This is an optimization exercise on Yosys and OpenROAD, whose aim is small area and a short achievable clock period, not a production implementation. Function was checked by simulation only, so behaviour that the tests miss may differ from the original. No activity file was given, so power comes from the tool's default toggle rates.

==> run B: inputs <==
==> flow/design.v (excerpt) <==
module sobel_conv_top (
  input  logic        clk_main_a0,
  input  logic        rst_main_n_sync,
  input  logic        awvalid,
  input  logic [31:0] awaddr,
  output logic        awready,
  input  logic        wvalid,
  input  logic [31:0] wdata,
  output logic        wready,
  output logic        bvalid,
  output logic [1:0]  bresp,
  input  logic        bready,
  input  logic        arvalid,
  input  logic [31:0] araddr,
  output logic        arready,
  output logic        rvalid,
  output logic [31:0] rdata,
  output logic [1:0]  rresp,
  input  logic        rready,
  input  logic [15:0] vdip,
  output logic [15:0] vled
);
clock: 7.0 ns
lec_check: 0
cap_margin: 20
core_margin: 2
core_utilization: 55
place_density: 0.8
setup_slack_margin: 3.85
slew_margin: 20
synth_hierarchical: 1
standard.sh (not shown) runs the stock make flow with config.mk's settings and CLKGATE_MAP_FILE= SYNTH_SCRIPT=/design/flow/synth_recipe.tcl, a recipe that flattens the netlist after the stock synthesis.
==> flow/flow/run.sh <==
#!/bin/bash
# The standard layout (standard.sh, unchanged synthesis and steps) with two
# placement/CTS options changed:
#  - port buffers are sky130_fd_sc_hd__buf_1 instead of the default pick
#  - clock tree built from clkbuf_4/clkbuf_8 without dummy loads
set -o pipefail
export BUFFER_PORTS_ARGS="-buffer_cell sky130_fd_sc_hd__buf_1"
export CTS_ARGS="-sink_clustering_enable -repair_clock_nets -dont_use_dummy_load -sink_buffer_max_cap_derate 1.0 -buf_list {sky130_fd_sc_hd__clkbuf_4 sky130_fd_sc_hd__clkbuf_8}"
bash standard.sh > standard.log 2>&1
status=$?
cp -r orfs/logs orfs_logs 2>/dev/null
exit $status
==> inputs of run Z, as changes to run B <==
--- a/flow/design.v
+++ b/flow/design.v
@@ -1,14 +1,13 @@
 `timescale 1ns/1ns
 module sobel_radd (
-  input  logic        cin,      
-  input  logic [10:2] g,
-  input  logic [11:2] t,
-  output logic [11:2] s
+  input  logic [10:0] g,
+  input  logic [11:0] t,
+  output logic [11:0] s
 );
   logic w0;
   logic w1;
   logic w2;
   logic w3;
   logic w4;
   logic w5;
   logic w6;
@@ -29,57 +28,63 @@
   logic w21;
   logic w22;
   logic w23;
   logic w24;
   logic w25;
   logic w26;
   logic w27;
   logic w28;
-  sobel_aoi21 u1 (.a(g[2]), .b(t[2]), .c(cin), .y(w0));
-  sobel_aoi21 u2 (.a(g[4]), .b(t[4]), .c(g[3]), .y(w1));
-  sobel_nand2 u3 (.a(t[4]), .b(t[3]), .y(w2));
-  sobel_aoi21 u4 (.a(g[6]), .b(t[6]), .c(g[5]), .y(w3));
-  sobel_nand2 u5 (.a(t[6]), .b(t[5]), .y(w4));
-  sobel_aoi21 u6 (.a(g[8]), .b(t[8]), .c(g[7]), .y(w5));
-  sobel_nand2 u7 (.a(t[8]), .b(t[7]), .y(w6));
-  sobel_aoi21 u8 (.a(g[10]), .b(t[10]), .c(g[9]), .y(w7));
-  sobel_nand2 u9 (.a(t[10]), .b(t[9]), .y(w8));
-  sobel_inv u10 (.a(g[3]), .y(w9));
-  sobel_inv u11 (.a(t[3]), .y(w10));
-  sobel_oai21 u12 (.a(w9), .b(w10), .c(w0), .y(w11));
-  sobel_oai21 u13 (.a(w1), .b(w2), .c(w0), .y(w12));
-  sobel_inv u14 (.a(g[7]), .y(w13));
-  sobel_inv u15 (.a(t[7]), .y(w14));
-  sobel_oai21 u16 (.a(w13), .b(w14), .c(w3), .y(w15));
-  sobel_nor2 u17 (.a(w14), .b(w4), .y(w16));
-  sobel_oai21 u18 (.a(w5), .b(w6), .c(w3), .y(w17));
-  sobel_nor2 u19 (.a(w6), .b(w4), .y(w18));
-  sobel_aoi21 u20 (.a(g[5]), .b(t[5]), .c(w12), .y(w19));
-  sobel_inv u21 (.a(w3), .y(w20));
-  sobel_inv u22 (.a(w4), .y(w21));
-  sobel_aoi21 u23 (.a(w20), .b(w21), .c(w12), .y(w22));
-  sobel_aoi21 u24 (.a(w15), .b(w16), .c(w12), .y(w23));
-  sobel_aoi21 u25 (.a(w17), .b(w18), .c(w12), .y(w24));
-  sobel_inv u26 (.a(g[9]), .y(w25));
-  sobel_inv u27 (.a(t[9]), .y(w26));
-  sobel_oai21 u28 (.a(w25), .b(w26), .c(w24), .y(w27));
-  sobel_oai21 u29 (.a(w7), .b(w8), .c(w24), .y(w28));
-  logic [11:2] p;
-  assign p = {t[11], t[10:2] & ~g};
-  assign s[2] = p[2] ^ cin;
-  assign s[3] = ~(p[3] ^ w0);    
+  logic w29;
+  logic w30;
+  sobel_aoi21 u1 (.a(g[1]), .b(t[1]), .c(g[0]), .y(w0));
+  sobel_aoi21 u2 (.a(g[3]), .b(t[3]), .c(g[2]), .y(w1));
+  sobel_nand2 u3 (.a(t[3]), .b(t[2]), .y(w2));
+  sobel_aoi21 u4 (.a(g[5]), .b(t[5]), .c(g[4]), .y(w3));
+  sobel_nand2 u5 (.a(t[5]), .b(t[4]), .y(w4));
+  sobel_aoi21 u6 (.a(g[7]), .b(t[7]), .c(g[6]), .y(w5));
+  sobel_nand2 u7 (.a(t[7]), .b(t[6]), .y(w6));
+  sobel_aoi21 u8 (.a(g[9]), .b(t[9]), .c(g[8]), .y(w7));
+  sobel_nand2 u9 (.a(t[9]), .b(t[8]), .y(w8));
+  sobel_inv u10 (.a(w0), .y(w9));
+  sobel_aoi21 u11 (.a(g[2]), .b(t[2]), .c(w9), .y(w10));
+  sobel_oai21 u12 (.a(w1), .b(w2), .c(w0), .y(w11));
+  sobel_inv u13 (.a(w3), .y(w12));
+  sobel_inv u14 (.a(w4), .y(w13));
+  sobel_aoi21 u15 (.a(g[6]), .b(t[6]), .c(w12), .y(w14));
+  sobel_nand2 u16 (.a(t[6]), .b(w13), .y(w15));
+  sobel_oai21 u17 (.a(w5), .b(w6), .c(w3), .y(w16));
+  sobel_nor2 u18 (.a(w6), .b(w4), .y(w17));
+  sobel_inv u19 (.a(w7), .y(w18));
+  sobel_inv u20 (.a(w8), .y(w19));
+  sobel_aoi21 u21 (.a(g[10]), .b(t[10]), .c(w18), .y(w20));
+  sobel_nand2 u22 (.a(t[10]), .b(w19), .y(w21));
+  sobel_aoi21 u23 (.a(g[4]), .b(t[4]), .c(w11), .y(w22));
+  sobel_inv u24 (.a(w11), .y(w23));
+  sobel_oai21 u25 (.a(w3), .b(w4), .c(w23), .y(w24));
+  sobel_oai21 u26 (.a(w14), .b(w15), .c(w23), .y(w25));
+  sobel_aoi21 u27 (.a(w16), .b(w17), .c(w11), .y(w26));
+  sobel_inv u28 (.a(w26), .y(w27));
+  sobel_aoi21 u29 (.a(g[8]), .b(t[8]), .c(w27), .y(w28));
+  sobel_oai21 u30 (.a(w7), .b(w8), .c(w26), .y(w29));
+  sobel_oai21 u31 (.a(w20), .b(w21), .c(w26), .y(w30));
+  logic [11:0] p;
+  assign p = {t[11], t[10:0] & ~g};
+  assign s[0] = p[0];
+  assign s[1] = p[1] ^ g[0];
+  assign s[2] = ~(p[2] ^ w0);    
+  assign s[3] = ~(p[3] ^ w10);    
   assign s[4] = p[4] ^ w11;
-  assign s[5] = p[5] ^ w12;
-  assign s[6] = ~(p[6] ^ w19);    
-  assign s[7] = ~(p[7] ^ w22);    
-  assign s[8] = ~(p[8] ^ w23);    
-  assign s[9] = ~(p[9] ^ w24);    
-  assign s[10] = p[10] ^ w27;
-  assign s[11] = p[11] ^ w28;
+  assign s[5] = ~(p[5] ^ w22);    
+  assign s[6] = p[6] ^ w24;
+  assign s[7] = p[7] ^ w25;
+  assign s[8] = ~(p[8] ^ w26);    
+  assign s[9] = ~(p[9] ^ w28);    
+  assign s[10] = p[10] ^ w29;
+  assign s[11] = p[11] ^ w30;
 endmodule
 module sobel_inv (
   input  logic a,
   output logic y
 );
   assign y = ~a;
 endmodule
 module sobel_aoi21 (
@@ -228,52 +233,47 @@
   assign c2[0] = 1'b0;
   assign s3[0] = ~(s1[0] ^ s2[0]);
   assign c3[0] = s1[0] | s2[0];
   assign s4[0] = s3[0];
   assign c4[0] = 1'b1;
   for (genvar i = 1; i < 11; i++) begin : g_csa
     sobel_fa u_fa1 (.a(a0[i]), .b(a1[i]),  .c(a2[i]),  .s(s1[i]), .co(c1[i]));
     sobel_fa u_fa2 (.a(a3[i]), .b(a4[i]),  .c(a5[i]),  .s(s2[i]), .co(c2[i]));
-    sobel_fa u_fa3 (.a(c1s[i]), .b(s1[i]), .c(s2[i]),  .s(s3[i]), .co(c3[i]));
+    sobel_fa u_fa3 (.a(s1[i]), .b(s2[i]),  .c(c1s[i]), .s(s3[i]), .co(c3[i]));
     if (i == 1) begin : g_ha
       assign s4[i] = s3[i] ^ c3s[i];
       assign c4[i] = s3[i] & c3s[i];
     end else begin : g_fa
-      sobel_fa u_fa4 (.a(c2s[i]), .b(c3s[i]), .c(s3[i]), .s(s4[i]), .co(c4[i]));
+      sobel_fa u_fa4 (.a(s3[i]), .b(c2s[i]), .c(c3s[i]), .s(s4[i]), .co(c4[i]));
     end
   end
   assign c1[11] = 1'b0;
   assign c2[11] = 1'b0;
   assign c3[11] = 1'b0;
   assign c4[11] = 1'b0;
   logic [11:0] res_t;
-  logic [10:2] res_g;
-  logic        res_c2;
+  logic [10:0] res_g;
   logic x11a, x11b, x11c, x11d, x11e, x11f, x11g, x11h;
   sobel_xor2 u_x11a (.a(a0[11]), .b(a1[11]), .y(x11a));
   sobel_xor2 u_x11b (.a(a2[11]), .b(a3[11]), .y(x11b));
   sobel_xor2 u_x11c (.a(a4[11]), .b(a5[11]), .y(x11c));
   sobel_xor2 u_x11d (.a(x11a),   .b(x11b),   .y(x11d));
   sobel_xor2 u_x11e (.a(x11d),   .b(x11c),   .y(x11e));
   sobel_xor2 u_x11f (.a(c1[10]), .b(c2[10]), .y(x11f));
   sobel_xor2 u_x11g (.a(x11e),   .b(x11f),   .y(x11g));
   sobel_xor2 u_x11h (.a(x11g),   .b(c3[10]), .y(x11h));
   sobel_xor2 u_x11i (.a(x11h),   .b(c4[10]), .y(res_t[11]));
-  assign res_t[0]    = ~s4[0];
-  assign res_t[1]    = ~(s4[1] ^ s4[0]);
-  assign res_c2      = s4[1] | s4[0];
-  assign res_t[10:2] = s4[10:2] | c4s[10:2];
-  assign res_g       = s4[10:2] & c4s[10:2];
+  assign res_t[10:0] = s4[10:0] | c4s[10:0];
+  assign res_g       = s4[10:0] & c4s[10:0];
   logic        rd_pend, rd_res;
   logic        ar_hs;
   logic        r_dead;      
   logic [15:0] r_t;
-  logic [10:2] r_g;
-  logic        r_c2;
+  logic [10:0] r_g;
   assign arready = ~(rd_pend | rvalid);
   assign ar_hs   = arvalid & arready;
   assign rresp   = 2'b00;
   logic ar_is0, ar_is4;
   assign ar_is0 = (araddr == 32'h0);
   assign ar_is4 = (araddr == 32'h4);
   always_ff @(posedge clk_main_a0) begin
     if (!rst_n) begin
@@ -286,38 +286,29 @@
     end
   end
   always_ff @(posedge clk_main_a0) begin
     rd_res <= ar_hs & ar_is0;
     if (ar_hs) begin
       r_dead <= ~(ar_is0 | ar_is4);
       r_t    <= ar_is4 ? scratch : 16'hBEEF;
       r_g    <= '0;
-      r_c2   <= 1'b0;
     end else if (rd_res) begin
       r_t    <= {4'b0, res_t};
       r_g    <= res_g;
-      r_c2   <= res_c2;
     end
   end
   logic [11:0] sum_lo;
-  assign sum_lo[1:0] = r_t[1:0];
-  sobel_radd u_radd (.cin(r_c2), .g(r_g), .t(r_t[11:2]), .s(sum_lo[11:2]));
+  sobel_radd u_radd (.g(r_g), .t(r_t[11:0]), .s(sum_lo));
   assign rdata = {r_dead ? 16'hDEAD : 16'h0000, r_t[15:12], sum_lo};
   logic [15:0] dip_meta, led_pre_n;    
-  logic        rst_i;
-  logic [15:0] vled_d;
-  assign rst_i = ~rst_n;
-  for (genvar i = 0; i < 16; i++) begin : g_vled
-    sobel_nor2 u_vled_d (.a(led_pre_n[i]), .b(rst_i), .y(vled_d[i]));
-  end
   always_ff @(posedge clk_main_a0) begin
-    dip_meta  <= vdip;
+    dip_meta <= vdip;
     led_pre_n <= ~(scratch & dip_meta & {16{rst_n}});
-    vled      <= vled_d;
+    vled      <= ~led_pre_n & {16{rst_n}};
   end
 endmodule
 module sobel_fa (
   input  logic a,
   input  logic b,
   input  logic c,
   output logic s,
   output logic co
==> flow/flow/run.sh (replaced) <==
#!/bin/bash
# The standard layout (standard.sh, unchanged synthesis and steps) with two
# placement/CTS options changed:
#  - port buffers are sky130_fd_sc_hd__buf_1 instead of the default pick
#  - clock tree built from clkbuf_4/clkbuf_8 without dummy loads
set -o pipefail
export BUFFER_PORTS_ARGS="-buffer_cell sky130_fd_sc_hd__buf_1"
export CTS_ARGS="-sink_clustering_enable -repair_clock_nets -dont_use_dummy_load -buf_list {sky130_fd_sc_hd__clkbuf_4 sky130_fd_sc_hd__clkbuf_8}"
bash standard.sh > standard.log 2>&1
status=$?
cp -r orfs/logs orfs_logs 2>/dev/null
exit $status
- CORE_UTILIZATION: 55 -> 40
- PLACE_DENSITY: 0.8 -> unset
- SETUP_SLACK_MARGIN: 3.85 -> 3.5
==> run summary <==
metric                                                              run B                  run Z
Status                                                     finished clean         finished clean
Fraction of area in registers                                      54.76%                 54.01%
Met2 Resource Use GR                                               38.47%                 25.39%
Final Instance Area                                         0.009489 mm^2          0.009656 mm^2
Non-Filler Instances                                                  967                   1050
Placed cell count                                                     938                   1025
Final Skew                                                     0.02326 ns             0.02684 ns
Leakage power total                                              3.504 nW               3.429 nW
Number of clock sinks seen by CTS                                     194                    195
Area share of the largest cell type after synthesis                47.06%                 46.25%
Pwr Total                                                        2.392 mW               2.338 mW
Launch point of the worst hold path                  led_pre_n[1]$_DFF_P_  led_pre_n[11]$_DFF_P_
Final Critical Period                                            3.246 ns               3.336 ns
Total length of routed met3 wires                                 1272 um                 750 um
Power of the sequential group                                     1.35 mW                1.36 mW
TAP cells                                                             188                    275
Post-route core utilization                                        63.12%                 46.08%
Clock network fraction of total power                               21.9%                  22.9%
# nets final                                                          943                    938
Inverters                                                              42                     29
Non-clock buffer contribution to total cell area                   8.821%                 7.866%
Actual slew at the worst max-slew pin                           0.9250 ns              0.9683 ns

port drivers added, routing unchanged:
No port has a modelled driver above. Below, the same layouts with a new extraction and two added sets of constraints. Step 1 sets driving cells, clkbuf_16 on the clock port and buf_2 on the other inputs (assumed; they add their load-dependent delay and slew). Step 2, shift: input delay + t, output delay - t, t = (earliest + latest rising clock arrival at the registers) / 2. This alone moves slack from input paths to output paths. Three values: ideal, step 1, step 2; two values: the first two.
| run | shift t [ns] | setup WS [ns] | worst setup path at the end | clock arrival spread, ns | worst data-port slew with drivers (ns) |
|---|---|---|---|---|---|
| run B | 0.617 | 3.754 / 3.723 / 3.798 | input to register | 0.031 / 0.031 | 0.05 |
| run Z | 0.483 | 3.664 / 3.633 / 3.736 | input to output | 0.041 / 0.041 | 0.04 |
After both steps every run listed still meets setup and hold.
